From an optimization exercise on the open Yosys and OpenROAD flow, aimed at small area, a short achievable clock period and few clock cycles per item; shortcuts taken in it are not production practice. At most, simulation tests tie the RTL to the original design; equivalence was not proved. No activity file was given, so power comes from the tool's default toggle rates.

==> inputs of run Y <==
Design pcie_app, start of the top module:
module pcie_app (
  input  logic          clk_i,
  input  logic          rst_i,
  input  logic          reg_wr_i,
  input  logic          reg_rd_i,
  input  logic [9:0]    reg_addr_i,
  input  logic [31:0]   reg_wdata_i,
  output logic [31:0]   reg_rdata_o,
  output logic          reg_rd_ack_o,
  output logic [51:0]   rd_req_o,
  output logic          rd_req_valid_o,
  input  logic          rd_req_ack_i,
  input  logic          cpl_valid_i,
  input  logic [7:0]    cpl_tag_i,
  input  logic [63:0]   cpl_data_i,
  output logic [3:0]    strm_valid_o,
  input  logic [3:0]    strm_ack_i,
  output logic [255:0]  strm_data_o
);
make LEC_CHECK=0 ABC_CLOCK_PERIOD_IN_PS=3000 CAP_MARGIN=20 CORE_MARGIN=2 CORE_UTILIZATION=40 SETUP_SLACK_MARGIN=4.0 SLEW_MARGIN=20 finish   # period 7.0 ns
run.sh (not shown) runs the stock make flow with config.mk's settings and CLKGATE_MAP_FILE= SYNTH_SCRIPT=/design/flow/synth_recipe.tcl, a recipe that flattens the netlist after the stock synthesis.
==> inputs of run E, as changes to run Y <==
--- a/flow/design.v
+++ b/flow/design.v
@@ -16,30 +16,35 @@
   input  logic                                   reg_wr_i,
   input  logic                                   reg_rd_i,
   input  logic [pcie_app_pkg::REG_ADDR_W-1:0]    reg_addr_i,
   input  logic [31:0]                            reg_wdata_i,
   output logic [31:0]                            reg_rdata_o,
   output logic                                   reg_rd_ack_o,
   output logic [pcie_app_pkg::NUM_STRM-1:0]      strm_en_o,
+  output logic [pcie_app_pkg::NUM_STRM-1:0]      strm_en_nxt_o,
   output logic [pcie_app_pkg::NUM_STRM*29-1:0]   src_o,
   output logic [pcie_app_pkg::NUM_STRM*29-1:0]   len_o,
+  output logic [pcie_app_pkg::NUM_STRM-1:0]      len_zero_o,
+  output logic [pcie_app_pkg::NUM_STRM-1:0]      len_short_o,
   input  logic [pcie_app_pkg::NUM_STRM-1:0]      strm_done_i
 );
   localparam int NUM_STRM   = pcie_app_pkg::NUM_STRM;
   localparam int REG_ADDR_W = pcie_app_pkg::REG_ADDR_W;
   localparam logic [REG_ADDR_W-1:0] REG_CTRL     = pcie_app_pkg::REG_CTRL;
   localparam logic [REG_ADDR_W-1:0] REG_STATUS   = pcie_app_pkg::REG_STATUS;
   localparam logic [REG_ADDR_W-1:0] REG_SRC_BASE = pcie_app_pkg::REG_SRC_BASE;
   localparam logic [REG_ADDR_W-1:0] REG_LEN_BASE = pcie_app_pkg::REG_LEN_BASE;
   logic [NUM_STRM-1:0] ctrl_q;
   logic [NUM_STRM-1:0] ctrl_nxt;
   logic [NUM_STRM-1:0] status_q;
   logic [NUM_STRM-1:0] status_nxt;
   logic [28:0]         src_q [NUM_STRM];
   logic [28:0]         len_q [NUM_STRM];
+  logic [NUM_STRM-1:0] len_zero_q;
+  logic [NUM_STRM-1:0] len_short_q;
   logic [31:0]         rd_mux;
   logic [31:0]         rdata_q;
   logic                rd_ack_q;
   always_comb
   begin
     ctrl_nxt   = ctrl_q;
     status_nxt = status_q;
@@ -68,15 +73,19 @@
     if (reg_wr_i)
     begin
       for (int n = 0; n < NUM_STRM; n++)
       begin
         if (reg_addr_i == REG_ADDR_W'(REG_SRC_BASE + 2 * n))
           src_q[n] <= reg_wdata_i[31:3];
         if (reg_addr_i == REG_ADDR_W'(REG_LEN_BASE + 2 * n))
-          len_q[n] <= reg_wdata_i[31:3];
+        begin
+          len_q[n]       <= reg_wdata_i[31:3];
+          len_zero_q[n]  <= (reg_wdata_i[31:3] == '0);
+          len_short_q[n] <= (reg_wdata_i[31:3] <= 29'd16);
+        end
       end
     end
   end
   always_comb
   begin
     case (reg_addr_i)
       REG_CTRL:   rd_mux = 32'(ctrl_q);
@@ -101,14 +110,17 @@
       rd_ack_q <= 1'b0;
     else
       rd_ack_q <= reg_rd_i;
   end
   assign reg_rdata_o  = rdata_q;
   assign reg_rd_ack_o = rd_ack_q;
   assign strm_en_o    = ctrl_q;
+  assign strm_en_nxt_o = (reg_wr_i && reg_addr_i == REG_CTRL) ? reg_wdata_i[NUM_STRM-1:0] : ctrl_q;
+  assign len_zero_o   = len_zero_q;
+  assign len_short_o  = len_short_q;
   for (genvar n = 0; n < NUM_STRM; n++)
   begin : gen_cfg
     assign src_o[n*29 +: 29] = src_q[n];
     assign len_o[n*29 +: 29] = len_q[n];
   end
 endmodule
 `timescale 1ns/100ps
@@ -128,157 +140,196 @@
   output logic [pcie_app_pkg::NUM_STRM*pcie_app_pkg::DATA_W-1:0] strm_data_o
 );
   localparam int NS     = pcie_app_pkg::NUM_STRM;
   localparam int DEPTH  = pcie_app_pkg::BUF_DEPTH;
   localparam int DATA_W = pcie_app_pkg::DATA_W;
   logic [1:0]        own_q;      
   logic [4:0]        pend_q;     
-  logic [4:0]        wp_q;
-  logic [4:0]        rp_q;
+  logic [DEPTH-1:0]  wsel_q;     
+  logic [DEPTH-1:0]  rsel_q;     
+  logic [4:0]        cnt_q;      
+  logic [DATA_W-1:0] rd_word;
   logic [DATA_W-1:0] mem_q [DEPTH];
   logic [NS-1:0]     hv_q;       
   logic [DATA_W-1:0] head_q;
   logic              push;
   logic              fifo_any;
   logic              head_free;
-  logic              from_fifo;
-  logic              to_fifo;
+  logic              head_load;
   logic [4:0]        pend_nxt;
-  logic [4:0]        cnt_nxt;
+  logic              cnt0;
+  logic              cnt1;
   assign push      = cpl_valid_i;
-  assign fifo_any  = (wp_q != rp_q);
+  assign fifo_any  = !cnt0;
   assign head_free = ((hv_q & strm_ack_i) != '0) || (hv_q == '0);
-  assign from_fifo = head_free && fifo_any;
-  assign to_fifo   = push && !(head_free && !fifo_any);
+  assign head_load = head_free && (fifo_any || push);
   assign pend_nxt = taken_i ? taken_words_i : pend_q - 5'(push);
-  assign cnt_nxt  = wp_q - rp_q + 5'(to_fifo) - 5'(from_fifo);
-  assign ready_o  = (pend_nxt == '0) && (cnt_nxt == '0);
+  assign cnt0    = (cnt_q == 5'd0);
+  assign cnt1    = (cnt_q == 5'd1);
+  assign ready_o = ((pend_q == 5'd0) || (pend_q == 5'd1 && push)) &&
+                   ((cnt0 && (!push || head_free)) || (cnt1 && !push && head_free));
   always_ff @(posedge clk_i)
   begin
     if (rst_i)
     begin
       pend_q <= '0;
-      wp_q   <= '0;
-      rp_q   <= '0;
+      wsel_q <= DEPTH'(1);
+      rsel_q <= DEPTH'(1);
+      cnt_q  <= '0;
       hv_q   <= '0;
     end
     else
     begin
       pend_q <= pend_nxt;
-      if (to_fifo)
-        wp_q <= wp_q + 1'b1;
-      if (from_fifo)
-        rp_q <= rp_q + 1'b1;
+      if (push)
+        wsel_q <= {wsel_q[DEPTH-2:0], wsel_q[DEPTH-1]};
+      if (head_load)
+        rsel_q <= {rsel_q[DEPTH-2:0], rsel_q[DEPTH-1]};
+      if (push && !head_load)
+        cnt_q <= cnt_q + 5'd1;
+      else if (!push && head_load)
+        cnt_q <= cnt_q - 5'd1;
       if (head_free)
-      begin
-        if (fifo_any || push)
-          hv_q <= NS'(1) << own_q;
-        else
-          hv_q <= '0;
-      end
+        hv_q <= head_load ? NS'(1) << own_q : '0;
     end
   end
   always_ff @(posedge clk_i)
   begin
     if (taken_i)
       own_q <= taken_strm_i;
   end
   always_ff @(posedge clk_i)
   begin
     if (head_free)
-      head_q <= fifo_any ? mem_q[rp_q[3:0]] : cpl_data_i;
+      head_q <= fifo_any ? rd_word : cpl_data_i;
   end
   always_ff @(posedge clk_i)
   begin
     for (int w = 0; w < DEPTH; w++)
-      if (to_fifo && wp_q[3:0] == 4'(w))
+      if (wsel_q[w] && !cnt_q[4])
         mem_q[w] <= cpl_data_i;
   end
   always_comb
   begin
+    rd_word = '0;
+    for (int w = 0; w < DEPTH; w++)
+      rd_word = rd_word | (mem_q[w] & {DATA_W{rsel_q[w]}});
+  end
+  always_comb
+  begin
     for (int n = 0; n < NS; n++)
     begin
       strm_busy_o[n] = hv_q[n] || ((pend_q != '0 || fifo_any) && own_q == 2'(n));
       strm_data_o[n*DATA_W +: DATA_W] = head_q;
     end
   end
   assign strm_valid_o = hv_q;
 endmodule
 `timescale 1ns/100ps
 module user_dma_req_arbiter (
   input  logic                                  clk_i,
   input  logic                                  rst_i,
   input  logic [pcie_app_pkg::NUM_STRM-1:0]     strm_en_i,
+  input  logic [pcie_app_pkg::NUM_STRM-1:0]     strm_en_nxt_i,
   input  logic [pcie_app_pkg::NUM_STRM*29-1:0]  src_i,
   input  logic [pcie_app_pkg::NUM_STRM*29-1:0]  len_i,
+  input  logic [pcie_app_pkg::NUM_STRM-1:0]     len_zero_i,
+  input  logic [pcie_app_pkg::NUM_STRM-1:0]     len_short_i,
   output logic [pcie_app_pkg::NUM_STRM-1:0]     strm_done_o,
   input  logic                                  buf_ready_i,
   input  logic [pcie_app_pkg::NUM_STRM-1:0]     buf_strm_busy_i,
   output logic                                  taken_o,
   output logic [1:0]                            taken_strm_o,
   output logic [4:0]                            taken_words_o,
   output logic [51:0]                           rd_req_o,
   output logic                                  rd_req_valid_o,
   input  logic                                  rd_req_ack_i
 );
   localparam int NS = pcie_app_pkg::NUM_STRM;
   logic [NS-1:0] issued_q;        
-  logic [NS-1:0] cand;
-  logic [1:0]    pick;
+  logic [NS-1:0] issued_set;
+  logic [NS-1:0] cand_nxt;
+  logic [NS-1:0] pick_nxt;
+  logic [NS-1:0] pick_q;          
+  logic          cand_any_q;      
+  logic [1:0]    pick_idx;
   logic          cont_q;          
   logic          prep_q;          
   logic          vld_q;           
   logic          taken;
   logic          free;
   logic          load;
-  logic          start;
   logic [1:0]    req_strm_q;
   logic [28:0]   req_addr_q;
   logic [4:0]    req_words_q;
   logic [28:0]   rem_q;           
+  logic [28:0]   new_src;
   logic [28:0]   new_len;
-  logic [28:0]   new_rem;
+  logic          new_short;
   logic [28:0]   nxt_addr;
   logic [28:0]   nxt_rem;
   logic [4:0]    nxt_words;
   logic          nxt_last;
+  assign taken = vld_q && rd_req_ack_i;
+  assign free  = !(prep_q || vld_q) || taken;
+  assign load  = free && (cont_q || cand_any_q);
   always_comb
   begin
-    cand = strm_en_i & ~issued_q;
-    pick = 2'd0;
-    for (int n = NS - 1; n >= 0; n--)
-      if (cand[n])
-        pick = 2'(n);
+    pick_idx = 2'd0;
+    for (int n = 0; n < NS; n++)
+      if (pick_q[n])
+        pick_idx = 2'(n);
+    issued_set = '0;
+    if (load && nxt_last)
+      issued_set[cont_q ? req_strm_q : pick_idx] = 1'b1;
+    cand_nxt = strm_en_nxt_i & ~issued_q & ~issued_set & ~len_zero_i;
+    pick_nxt = cand_nxt & ~(cand_nxt - 1'b1);
     for (int n = 0; n < NS; n++)
-      strm_done_o[n] = strm_en_i[n] && issued_q[n] && !buf_strm_busy_i[n] &&
+      strm_done_o[n] = strm_en_i[n] && (issued_q[n] || len_zero_i[n]) && !buf_strm_busy_i[n] &&
                        !((prep_q || vld_q) && req_strm_q == 2'(n));
   end
-  assign taken = vld_q && rd_req_ack_i;
-  assign free  = !(prep_q || vld_q) || taken;
-  assign start = !cont_q && (cand != '0);
-  assign new_len = len_i[pick*29 +: 29];
-  assign new_rem = {new_len[28:4] - 25'd1, new_len[3:0]};
+  always_ff @(posedge clk_i)
+  begin
+    if (rst_i)
+    begin
+      pick_q     <= '0;
+      cand_any_q <= 1'b0;
+    end
+    else
+    begin
+      pick_q     <= pick_nxt;
+      cand_any_q <= (cand_nxt != '0);
+    end
+  end
   always_comb
   begin
+    new_src   = '0;
+    new_len   = '0;
+    new_short = 1'b0;
+    for (int n = 0; n < NS; n++)
+    begin
+      new_src   = new_src | (src_i[n*29 +: 29] & {29{pick_q[n]}});
+      new_len   = new_len | (len_i[n*29 +: 29] & {29{pick_q[n]}});
+      new_short = new_short | (len_short_i[n] & pick_q[n]);
+    end
     if (cont_q)
     begin
-      nxt_addr = req_addr_q + 29'd16;
-      nxt_last = (rem_q <= 29'd16);
-      nxt_words = nxt_last ? rem_q[4:0] : 5'd16;
-      nxt_rem  = {rem_q[28:4] - 25'd1, rem_q[3:0]};
+      nxt_addr  = req_addr_q + 29'd16;
+      nxt_rem   = {rem_q[28:4] - 25'd1, rem_q[3:0]};
+      nxt_last  = (rem_q <= 29'd32);
+      nxt_words = nxt_last ? {~rem_q[4], rem_q[3:0]} : 5'd16;
     end
     else
     begin
-      nxt_addr = src_i[pick*29 +: 29];
-      nxt_last = (new_len <= 29'd16);
-      nxt_words = nxt_last ? new_len[4:0] : 5'd16;
-      nxt_rem  = new_rem;
+      nxt_addr  = new_src;
+      nxt_rem   = new_len;
+      nxt_last  = new_short;
+      nxt_words = new_short ? new_len[4:0] : 5'd16;
     end
   end
-  assign load = free && (cont_q || (start && nxt_words != '0));
   always_ff @(posedge clk_i)
   begin
     if (rst_i)
     begin
       prep_q <= 1'b0;
       vld_q  <= 1'b0;
       cont_q <= 1'b0;
@@ -303,29 +354,27 @@
     end
   end
   always_ff @(posedge clk_i)
   begin
     if (load)
     begin
       if (!cont_q)
-        req_strm_q <= pick;
+        req_strm_q <= pick_idx;
       req_addr_q  <= nxt_addr;
       req_words_q <= nxt_words;
       rem_q       <= nxt_rem;
     end
   end
   always_ff @(posedge clk_i)
   begin
     for (int n = 0; n < NS; n++)
     begin
       if (rst_i || !strm_en_i[n])
         issued_q[n] <= 1'b0;
-      else if (free && !cont_q && start && pick == 2'(n) && nxt_last)
-        issued_q[n] <= 1'b1;
-      else if (load && cont_q && req_strm_q == 2'(n) && nxt_last)
+      else if (issued_set[n])
         issued_q[n] <= 1'b1;
     end
   end
   assign taken_o       = taken;
   assign taken_strm_o  = req_strm_q;
   assign taken_words_o = req_words_q;
   assign rd_req_valid_o = vld_q;
@@ -349,16 +398,19 @@
   input  logic [63:0]   cpl_data_i,
   output logic [3:0]    strm_valid_o,
   input  logic [3:0]    strm_ack_i,
   output logic [255:0]  strm_data_o
 );
   localparam int NS = pcie_app_pkg::NUM_STRM;
   logic [NS-1:0]    strm_en;
+  logic [NS-1:0]    strm_en_nxt;
   logic [NS*29-1:0] src;
   logic [NS*29-1:0] len;
+  logic [NS-1:0]    len_zero;
+  logic [NS-1:0]    len_short;
   logic [NS-1:0]    strm_done;
   logic             taken;
   logic [1:0]       taken_strm;
   logic [4:0]       taken_words;
   logic             buf_ready;
   logic [NS-1:0]    buf_strm_busy;
   pcie_reg_file reg_file_i (
@@ -367,24 +419,30 @@
     .reg_wr_i     (reg_wr_i),
     .reg_rd_i     (reg_rd_i),
     .reg_addr_i   (reg_addr_i),
     .reg_wdata_i  (reg_wdata_i),
     .reg_rdata_o  (reg_rdata_o),
     .reg_rd_ack_o (reg_rd_ack_o),
     .strm_en_o    (strm_en),
+    .strm_en_nxt_o (strm_en_nxt),
     .src_o        (src),
     .len_o        (len),
+    .len_zero_o   (len_zero),
+    .len_short_o  (len_short),
     .strm_done_i  (strm_done)
   );
   user_dma_req_arbiter dra_i (
     .clk_i           (clk_i),
     .rst_i           (rst_i),
     .strm_en_i       (strm_en),
+    .strm_en_nxt_i   (strm_en_nxt),
     .src_i           (src),
     .len_i           (len),
+    .len_zero_i      (len_zero),
+    .len_short_i     (len_short),
     .strm_done_o     (strm_done),
     .buf_ready_i     (buf_ready),
     .buf_strm_busy_i (buf_strm_busy),
     .taken_o         (taken),
     .taken_strm_o    (taken_strm),
     .taken_words_o   (taken_words),
     .rd_req_o        (rd_req_o),
==> flow/flow/run.sh (new file) <==
#!/bin/bash
# Standard layout, with the port buffers made from buf_2 cells instead of
# the delay buffers the flow picks by default. Every port keeps its buffer.
set -euo pipefail
cat >> config.mk <<'MK'
export BUFFER_PORTS_ARGS = -buffer_cell sky130_fd_sc_hd__buf_2
MK
bash standard.sh > standard.log 2>&1
==> flow/standard.sh (new file) <==
#!/bin/bash
# synth_recipe.tcl (not shown) runs the flow's synth.tcl, then flattens the netlist and writes it again
# the make line also repeats each setting of config.mk as NAME=value (left out here)
make -C /OpenROAD-flow-scripts/flow DESIGN_CONFIG=/design/flow/config.mk WORK_HOME=/design/flow/orfs CLKGATE_MAP_FILE= SYNTH_SCRIPT=/design/flow/synth_recipe.tcl "${@:-finish}"
--- a/flow/config.mk
+++ b/flow/config.mk
@@ -7,7 +7,8 @@
 export LEC_CHECK = 0
 export ABC_CLOCK_PERIOD_IN_PS = 3000
 export CAP_MARGIN = 20
 export CORE_MARGIN = 2
 export CORE_UTILIZATION = 40
 export SETUP_SLACK_MARGIN = 4.0
 export SLEW_MARGIN = 20
+export BUFFER_PORTS_ARGS = -buffer_cell sky130_fd_sc_hd__buf_2
removed: flow/run.sh
==> results.py <==
metrics = {
    "outcome": {
        "outcome": "no timing/DRC/antenna violations",
    },
    "setup_path": {
        "critical_path.top_delay_family": "adder cells",
        "cp-endpoint": "dra_i.prep_q",
        "crit_buf_inv": 3,
        "reg2reg_setup_slack_ps": 2860,
    },
    "pwr": {
        "report.power.total_uw": 22700,
    },
    "synthesis": {
        "synth_xor_area_share_pct": 1.24,
        "yosys_register_bits": 1454,
        "synthesis.area_mm2": 0.0571,
        "syn_inst": 3645,
    },
    "worst_hold_path": {
        "min_path_cells": 2,
    },
    "floorplan": {
        "dieArea_mm2": 0.146,
        "start_util_pct": 40.3,
    },
    "finish": {
        "n_fill_cell": 11854,
        "seq_area_share_pct": 60.9,
        "final-seq-area_mm2": 0.0430,
    },
    "global_routing": {
        "grt_pass1_wl_um": 251000,
    },
}
the above is filed under run Y

==> results.py <==
metrics = {
    "outcome": {
        "outcome": "no timing/DRC/antenna violations",
    },
    "worst_hold_path": {
        "hp-start": "reg_file_i.ctrl_q[0]",
        "min_path_cells": 1,
    },
    "finish": {
        "seq_area_share_pct": 66.8,
        "final-seq-area_mm2": 0.0439,
        "n_fill_cell": 12327,
    },
    "synthesis": {
        "synth_xor_area_share_pct": 0.746,
        "synthesis.area_mm2": 0.0575,
        "yosys_register_bits": 1494,
    },
    "setup_path": {
        "critical_path.top_delay_family": "simple AND/OR/NAND/NOR gates",
        "cp-endpoint": "reg_file_i.src_q[2][0]",
        "crit_buf_inv": 1,
        "reg2reg_setup_slack_ps": 4060,
    },
    "pwr": {
        "report.power.total_uw": 22100,
    },
    "floorplan": {
        "dieArea_mm2": 0.147,
        "start_util_pct": 40.2,
    },
}
the above is filed under run E

Testbench counts of run E, summed over its fixed seeds: cycles 29,398, words 15,263.
For run Y, only the layout was checked, not whether the RTL still works.

## port drivers added, routing unchanged
In the flow no input, the clock included, has a driving cell. The finished layouts below were timed again as built, in two steps.
Step 1, drivers: a clkbuf_16 drives clk_i and a buf_2 each remaining input, both assumed.
Step 2 moves the port delays by t, midway between the first and last clock arrival at a register: inputs arrive t later, outputs are due t later. That takes back most of the time a late clock gives input paths.
Slacks: ideal ports / drivers / drivers and shift; pairs: ideal ports / drivers.
| run | t (ns) | setup WS [ns] | hold slack, ns | cell pins on the clock port's net |
|---|---|---|---|---|
| run Y | 0.866 | 2.838 / 2.865 / 2.031 | 0.492 / 0.492 / 0.492 | 1 |
| run E | 0.842 | 4.018 / 3.984 / 3.232 | 0.491 / 0.491 / 0.491 | 1 |
After both steps every run listed still meets setup and hold. For run Y, which loses most, drivers alone change the setup slack by +0.027 ns; drivers and shift together by -0.807 ns.
